From an optimization exercise on the open Yosys and OpenROAD flow, aimed at small area; shortcuts taken in it are not production practice. In this exercise RTL edits were held to simulation tests only and were not proved equivalent to the original. Power figures rest on the tool's default switching activity, not on a simulated workload.

Setup of job 8303:
==> flow/design.v (excerpt) <==
module mflow_top (
   input  logic        clk,
   input  logic        rstn,
   input  logic        start,
   input  logic [31:0] task_in_ts,
   input  logic [31:0] task_in_object,
   input  logic [2:0]  task_in_ttype,
   input  logic [63:0] task_in_args,
   output logic        done,
   output logic        idle,
   output logic [31:0] task_out_ts,
   output logic [31:0] task_out_object,
   output logic [2:0]  task_out_ttype,
   output logic [63:0] task_out_args,
   output logic        task_out_valid,
   input  logic        task_out_ready,
   output logic [31:0] mem_rd_addr,
   output logic        mem_rd_valid,
   input  logic        mem_rd_ready,
   input  logic [31:0] mem_rd_data,
   input  logic        mem_rd_resp_valid,
   output logic [31:0] mem_wr_addr,
   output logic [31:0] mem_wr_data,
   output logic        mem_wr_valid,
   input  logic        mem_wr_ready,
   output logic [31:0] undo_addr,
   output logic [31:0] undo_data,
   output logic        undo_valid,
   input  logic        undo_ready
);
Settings: LEC_CHECK=0, ABC_AREA=1, CAP_MARGIN=20, CORE_MARGIN=2, CORE_UTILIZATION=40, CTS_BUF_LIST=sky130_fd_sc_hd__clkbuf_8, CTS_CLUSTER_DIAMETER=70, CTS_CLUSTER_SIZE=14, SLEW_MARGIN=20; clock period 10.0 ns.
standard.sh (not shown) runs the stock make flow with config.mk's settings and CLKGATE_MAP_FILE= SYNTH_SCRIPT=/design/flow/synth_recipe.tcl, a recipe that flattens the netlist after the stock synthesis.
==> flow/flow/run.sh <==
#!/bin/bash
set -euo pipefail
export BUFFER_PORTS_ARGS="-buffer_cell sky130_fd_sc_hd__buf_1"
bash standard.sh synth > standard_synth.log 2>&1
awk -f flow/filter_lib.awk "$FLOW_HOME/platforms/$FLOW_PLATFORM/lib/sky130_fd_sc_hd__tt_025C_1v80.lib" > restructure.lib
openroad -no_init -exit flow/restructure.tcl > restructure.log 2>&1
bash standard.sh finish > standard_finish.log 2>&1
==> flow/flow/filter_lib.awk <==
# Drop the cells the platform marks don't-use (lpflow and probe cells) from a liberty file.
/^[ \t]*cell[ \t]*\(/ {
   if ($0 ~ /sky130_fd_sc_hd__(lpflow_|probe)/) { skip = 1; depth = 0 }
}
{
   if (skip) {
      n = gsub(/\{/, "{"); m = gsub(/\}/, "}");
      depth += n - m;
      if (depth <= 0 && (n > 0 || m > 0)) { skip = 0 }
      next
   }
   print
}
==> flow/flow/restructure.tcl <==
# Remap the synthesized netlist's combinational logic for area.
set plat $::env(FLOW_HOME)/platforms/$::env(FLOW_PLATFORM)
set res orfs/results/$::env(FLOW_PLATFORM)/mflow_top/base
read_liberty $plat/lib/sky130_fd_sc_hd__tt_025C_1v80.lib
read_db $res/1_synth.odb
read_sdc $res/1_synth.sdc
set_dont_use [get_lib_cells {*/sky130_fd_sc_hd__probe_p_8 */sky130_fd_sc_hd__probec_p_8 */sky130_fd_sc_hd__lpflow_*}]
source $plat/setRC.tcl
report_design_area
file mkdir restructure_work
restructure -target area -liberty_file restructure.lib \
   -tielo_port sky130_fd_sc_hd__conb_1/LO -tiehi_port sky130_fd_sc_hd__conb_1/HI \
   -work_dir restructure_work
report_design_area
report_worst_slack
write_db $res/1_synth.odb
Job 8303 finished all stages; the layout is clean.
The inputs of job 6761 differ from those of job 8303 as listed below.
Settings: swapping 20 for 0 in SLEW_MARGIN; clearing ABC_AREA, which used to be 1; swapping 20 for 0 in CAP_MARGIN; swapping 40 for 60 in CORE_UTILIZATION.
Results
Compared with job 8303, in job 6761 share of cell area taken by flip-flops and latches +0.61 points, via count +883. Job 6761 vs job 8303 — met2 wirelength from detailed routing rose about 14%. Job 8303 → job 6761: number of global-route vias before repair increased 695, wire length after detailed routing increased 15%, synthesis-to-layout area growth decreased 1.4 points. On power, job 6761 does worse than job 8303. Job 6761 and job 8303 ended up with roughly the same clock edge transition at the registers on the reported setup and hold paths. Number of buffers other than clock buffers in the final layout on job 6761 is down relative to job 8303. Job 6761: count of TritonRoute iterations in the first routing pass higher than job 8303.
The inputs of job 8773 differ from those of job 6761 as listed below.
Settings: a change of CAP_MARGIN from 0 to 20; a change of SLEW_MARGIN from 0 to 20; a change of CORE_UTILIZATION from 60 to 40.
==> comparison <==
- Looking at the reports, job 8773 completed the entire flow and the layout it produced met the timing, design-rule and antenna checks.
- For via density per instance, dividing the value from job 8773 by the value from job 6761 gives 0.864.
- nor4_4 as the cell with the biggest individual delay on the critical path was reported by job 8773, and nand3_2 by job 6761.
- Final routed wire length divided by cell count was higher in the run labelled job 6761.
- In the flow results for job 8773 and job 6761, the portion of total power attributed to sequential cells is smaller on job 6761.
- Taking job 6761 as the reference, in job 8773 hold slack saw a decrease; die area went up by 48%.
- Max depth of the most critical reg-to-reg path across job 8773 and job 6761: job 6761
- Job 8773 ended with more fmax than job 6761.
- STATUS clock skew: job 8773 loses against job 6761
- Max area of all placed cells without fillers across job 8773 and job 6761: job 8773
- Relative to job 6761, critical path depth has increased by 6 in job 8773.
- Going from job 6761 to job 8773, synthesis-to-finish area growth grows by 1.4 points.

========
mflow_top, a different RTL version from the one above (not shown whole).
Size: about 12000 µm² of cells after synthesis.
==> flow/config.mk <==
export PLATFORM = sky130hd
export DESIGN_NAME = mflow_top
export DESIGN_NICKNAME = mflow_top
export VERILOG_FILES = /design/flow/design.v
export SDC_FILE = /design/flow/constraint.sdc
export NUM_CORES = 4
export LEC_CHECK = 0
export CAP_MARGIN = 20
export CORE_MARGIN = 2
export CORE_UTILIZATION = 40
export CTS_BUF_LIST = sky130_fd_sc_hd__clkbuf_8
export CTS_CLUSTER_DIAMETER = 70
export CTS_CLUSTER_SIZE = 16
export SLEW_MARGIN = 20
==> flow/constraint.sdc <==
create_clock -name core_clock -period 10.0 [get_ports {clk}]
set_input_delay 2.0000 -clock core_clock [delete_from_list [all_inputs] [get_ports {clk}]]
set_output_delay 2.0000 -clock core_clock [all_outputs]
set_load 0.01 [all_outputs]
Scripts as last shown in full above: flow/flow/run.sh, flow/flow/filter_lib.awk, flow/flow/restructure.tcl
Then changed:
- CAP_MARGIN: 20 -> 0
- CORE_UTILIZATION: 40 -> 65
- CTS_CLUSTER_SIZE: 16 -> 14
- SLEW_MARGIN: 20 -> 0
Outcome:
- wire length climbs by 10%
- worst hold slack hardly moves
- register-to-register slack is about the same
- sequential cell count stays the same
- count of clock-buffer cells in the layout went up by 1
- final area went down by 1.7%
- via count came out higher by 11%
- first-iteration DRC count grows by 94%

========
Starting RTL as in the previous note.
==> flow/config.mk <==
export PLATFORM = sky130hd
export DESIGN_NAME = mflow_top
export DESIGN_NICKNAME = mflow_top
export VERILOG_FILES = /design/flow/design.v
export SDC_FILE = /design/flow/constraint.sdc
export NUM_CORES = 4
export LEC_CHECK = 0
export CAP_MARGIN = 20
export CORE_MARGIN = 2
export CORE_UTILIZATION = 40
export CTS_BUF_LIST = sky130_fd_sc_hd__clkbuf_8
export CTS_CLUSTER_DIAMETER = 70
export CTS_CLUSTER_SIZE = 14
export SLEW_MARGIN = 20
==> flow/constraint.sdc <==
create_clock -name core_clock -period 10.0 [get_ports {clk}]
set_input_delay 2.0000 -clock core_clock [delete_from_list [all_inputs] [get_ports {clk}]]
set_output_delay 2.0000 -clock core_clock [all_outputs]
set_load 0.01 [all_outputs]
==> flow/flow/run.sh <==
#!/bin/bash
set -euo pipefail
export BUFFER_PORTS_ARGS="-buffer_cell sky130_fd_sc_hd__buf_1"
bash standard.sh finish > standard_flow.log 2>&1
The baseline completed without violations.
==> next run, changes <==
==> flow/flow/run.sh (replaced) <==
#!/bin/bash
set -euo pipefail
export BUFFER_PORTS_ARGS="-buffer_cell sky130_fd_sc_hd__buf_1"
bash standard.sh synth > standard_synth.log 2>&1
awk -f flow/filter_lib.awk "$FLOW_HOME/platforms/$FLOW_PLATFORM/lib/sky130_fd_sc_hd__tt_025C_1v80.lib" > restructure.lib
openroad -no_init -exit flow/restructure.tcl > restructure.log 2>&1
bash standard.sh finish > standard_finish.log 2>&1
==> flow/flow/filter_lib.awk (new file) <==
# Drop the cells the platform marks don't-use (lpflow and probe cells) from a liberty file.
/^[ \t]*cell[ \t]*\(/ {
   if ($0 ~ /sky130_fd_sc_hd__(lpflow_|probe)/) { skip = 1; depth = 0 }
}
{
   if (skip) {
      n = gsub(/\{/, "{"); m = gsub(/\}/, "}");
      depth += n - m;
      if (depth <= 0 && (n > 0 || m > 0)) { skip = 0 }
      next
   }
   print
}
==> flow/flow/restructure.tcl (new file) <==
# Remap the synthesized netlist's combinational logic for area.
set plat $::env(FLOW_HOME)/platforms/$::env(FLOW_PLATFORM)
set res orfs/results/$::env(FLOW_PLATFORM)/mflow_top/base
read_liberty $plat/lib/sky130_fd_sc_hd__tt_025C_1v80.lib
read_db $res/1_synth.odb
read_sdc $res/1_synth.sdc
set_dont_use [get_lib_cells {*/sky130_fd_sc_hd__probe_p_8 */sky130_fd_sc_hd__probec_p_8 */sky130_fd_sc_hd__lpflow_*}]
source $plat/setRC.tcl
report_design_area
file mkdir restructure_work
restructure -target area -liberty_file restructure.lib \
   -tielo_port sky130_fd_sc_hd__conb_1/LO -tiehi_port sky130_fd_sc_hd__conb_1/HI \
   -work_dir restructure_work
report_design_area
report_worst_slack
write_db $res/1_synth.odb
Settings changed: CTS_BUF_LIST sky130_fd_sc_hd__clkbuf_8 to sky130_fd_sc_hd__clkbuf_4 sky130_fd_sc_hd__clkbuf_8, CTS_CLUSTER_DIAMETER 70 to 60, CTS_CLUSTER_SIZE 14 to 12.
Synthesized area goes down by 8.9%.
Final area goes down by 2.3%.
Clock skew is lower by 0.0045 ns.
Fmax hardly moves.
Die area is lower by 8.7%.
Via count rises by 18%.
Critical path depth climbs by 7.
Wire length goes up by 11%.
Worst setup slack gains 0.016 ns.
Register-to-register slack degrades by 0.07 ns.
Power came out higher by 5.7%.
==> next run, changes <==
Settings changed: CTS_BUF_LIST sky130_fd_sc_hd__clkbuf_4 sky130_fd_sc_hd__clkbuf_8 to sky130_fd_sc_hd__clkbuf_8, CTS_CLUSTER_DIAMETER 60 to 70, CTS_CLUSTER_SIZE 12 to 14.
Worst setup slack hardly moves.
Global-route usage falls by 0.24 points.
Non-clock buffer count is unchanged.
Total power decreases by 8.8%.
Count of clock-buffer cells in the layout goes down by 20.
Routed wire length goes down by 0.73%.
Register-to-register slack barely changes.
Via count goes down by 0.72%.
Final area falls by 1.6%.
Clock skew rose by 0.0090 ns.
Core utilization drops by 0.78 points.

==> port drivers added, routing unchanged <==
How much do the figures lean on ideal ports? The routed layouts below were timed once more, with nothing changed but the port constraints.
Step 1: set_driving_cell puts a clkbuf_16 on clk and a buf_2 on each other input, an assumption about the parent block.
Step 2 adds t to the input delays and takes it off the output delays; t is the mean of the earliest and latest rising clock arrival at the registers after step 1. Input paths then give back, and output paths get back, about the clock's delay inside the block.
Three values: ideal ports, drivers, drivers and shift; two values: the first two.
run	t (ns)	slack for setup (ns)	slew at the worst register clock pin (ns)	worst slew at a driven data input, ns
job 8303	0.580	5.754 / 5.712 / 5.971	0.10 / 0.10	0.10
job 6761	0.580	5.099 / 5.112 / 4.532	0.10 / 0.10	0.11
job 8773	0.582	5.250 / 5.254 / 4.672	0.10 / 0.10	0.09
the first run of note 2	0.617	1.741 / 1.686 / 2.304	0.11 / 0.11	0.10
the second run of note 2	0.604	1.547 / 1.502 / 2.106	0.10 / 0.10	0.09
the first run of note 3	0.621	1.756 / 1.712 / 2.333	0.10 / 0.10	0.09
the second run of note 3	0.642	1.772 / 1.723 / 2.365	0.09 / 0.09	0.10
the third run of note 3	0.613	1.774 / 1.726 / 2.339	0.10 / 0.10	0.10
After both steps every run listed still meets setup and hold. For job 8773, which loses most, drivers alone change the setup slack by +0.004 ns; drivers and shift together by -0.578 ns.
